What follows belongs to an exercise in optimizing a design on an open flow for small area and a short achievable clock period; a production flow would make more cautious choices.
Function was checked by simulation only, so behaviour that the tests miss may differ from the original.

## run F
// mdu
module mdu (
   input  logic        clk,
   input  logic        rst_n,
   input  logic        start,
   input  logic [3:0]  opMDU,
   input  logic [31:0] SrcA,
   input  logic [31:0] SrcB,
   output logic        busy,
   output logic        stall_req,
   output logic [31:0] HI,
   output logic [31:0] LO
);
export LEC_CHECK = 0
export CAP_MARGIN = 20
export CORE_MARGIN = 2
export CORE_UTILIZATION = 50
export PLACE_DENSITY = 0.6
export SLEW_MARGIN = 20
create_clock -name core_clock -period 105.0 [get_ports {clk}]
standard.sh (not shown) runs the stock make flow with config.mk's settings and CLKGATE_MAP_FILE= SYNTH_SCRIPT=/design/flow/synth_recipe.tcl, a recipe that flattens the netlist after the stock synthesis.
==> flow/flow/run.sh <==
#!/bin/bash
# Layout flow for mdu: the standard ORFS flow, changed only in how the
# layout is made:
#  - synthesis is the standard script (synth_recipe.tcl) with ABC mapping the
#    logic for area (abc_area.script) instead of delay; the registers are
#    the standard synthesis's;
#  - full adders are reconnected so that carry chains enter CIN, their
#    fastest input (fa_swap.py; A, B and CIN are interchangeable);
#  - port buffers use the smallest buffer cell;
#  - the clock tree uses clkbuf_8 buffers and no dummy loads;
set -euo pipefail
W=$(pwd)
export FLOW_DIR=$W/flow
export FLOW_WORK=$W
ORFS=$W/orfs
R=$ORFS/results/$FLOW_PLATFORM/mdu/base
MK=(make -C "$FLOW_HOME" "DESIGN_CONFIG=$FLOW_CONFIG" "WORK_HOME=$ORFS" "CLKGATE_MAP_FILE="
    "SYNTH_SCRIPT=$W/flow/synth_area.tcl"
    "BUFFER_PORTS_ARGS=-buffer_cell sky130_fd_sc_hd__buf_1"
    "CTS_ARGS=-sink_clustering_enable -repair_clock_nets -dont_use_dummy_load -buf_list sky130_fd_sc_hd__clkbuf_8 -root_buf sky130_fd_sc_hd__clkbuf_8"
    "SETUP_SLACK_MARGIN=62.5")
"${MK[@]}" "$R/1_2_yosys.v" > "$W/yosys.log" 2>&1
python3 "$W/flow/fa_swap.py" "$R/1_2_yosys.v" > "$W/fa_swap.log" 2>&1
for step in synth floorplan place cts route finish; do
  "${MK[@]}" "$step" > "$W/$step.log" 2>&1
done
: # left out here: write the final layout as DEF
Other scripts of this flow, unchanged in this note and not shown: flow/flow/abc_area.script, flow/flow/fa_swap.py, flow/flow/synth_area.tcl
Modified inputs, run A compared to run F
==> flow/flow/run.sh <==
#!/bin/bash
# Layout flow: the standard ORFS flow, with
#  - synthesis: the standard script, ABC mapping for area (abc_area.script);
#  - full adders reconnected so carry chains run through CIN (fa_swap.py);
#  - port buffers of the smallest buffer cell;
#  - clock tree synthesis without dummy loads;
#  - timing repair aiming at a setup slack of SETUP_MARGIN ns rather than 0,
#    so that the layout is not left slower than it needs to be; the clock
#    period and constraints are the design's.
# Each tool's output goes to a log file of its own in this folder.
set -euo pipefail
W=$(pwd)
export FLOW_DIR=$W/flow
export FLOW_WORK=$W
ORFS=$W/orfs
R=$ORFS/results/$FLOW_PLATFORM/mdu/base
MK=(make -C "$FLOW_HOME" "DESIGN_CONFIG=$FLOW_CONFIG" "WORK_HOME=$ORFS" "CLKGATE_MAP_FILE="
    "SYNTH_SCRIPT=$W/flow/synth_area.tcl"
    "BUFFER_PORTS_ARGS=-buffer_cell sky130_fd_sc_hd__buf_1"
    "CTS_ARGS=-sink_clustering_enable -repair_clock_nets -dont_use_dummy_load -buf_list sky130_fd_sc_hd__clkbuf_8 -root_buf sky130_fd_sc_hd__clkbuf_8"
    "SETUP_SLACK_MARGIN=${SETUP_MARGIN:-62.5}")
"${MK[@]}" "$R/1_2_yosys.v" > "$W/synth.log" 2>&1
python3 "$W/flow/fa_swap.py" "$R/1_2_yosys.v" > "$W/fa_swap.log" 2>&1
"${MK[@]}" finish > "$W/layout.log" 2>&1
: # left out here: write the final layout as DEF
Findings:
- As far as peak fanout along the critical path goes, run A and run F are indistinguishable; the numbers are identical.
- Run F and run A ended up with roughly the same last weighted congestion value of the routability-driven placer.
- Comparing run F against run A, there is no change at all in synthesis-to-finish area growth.
- Diff run F -> run A: count of flip-flops with a built-in enable after synthesis saw little to no change, synthesized cell count saw little to no change.

static timing again, ports no longer ideal:
The results above use ideal ports. As a check the final layouts listed here were re-extracted and re-timed, cells and wires unchanged. Step 1, drivers: a clkbuf_16 drives clk and a buf_2 each remaining input, both assumed. Step 2 adds t to the input delays and takes it off the output delays; t is the mean of the earliest and latest rising clock arrival at the registers after step 1. Input paths then give back, and output paths get back, about the clock's delay inside the block. a / b / c = no drivers / after step 1 / after step 2; a / b = the first two.
run | shift t [ns] | setup WS [ns] | worst setup path at the end | worst register clock-pin slew, ns | pins driven straight from the clock port
run F | 0.518 | 62.078 / 62.056 / 62.056 | input to output | 0.11 / 0.11 | 1
run A | 0.518 | 62.078 / 62.056 / 62.056 | input to output | 0.11 / 0.11 | 1
After both steps every run listed still meets setup and hold.
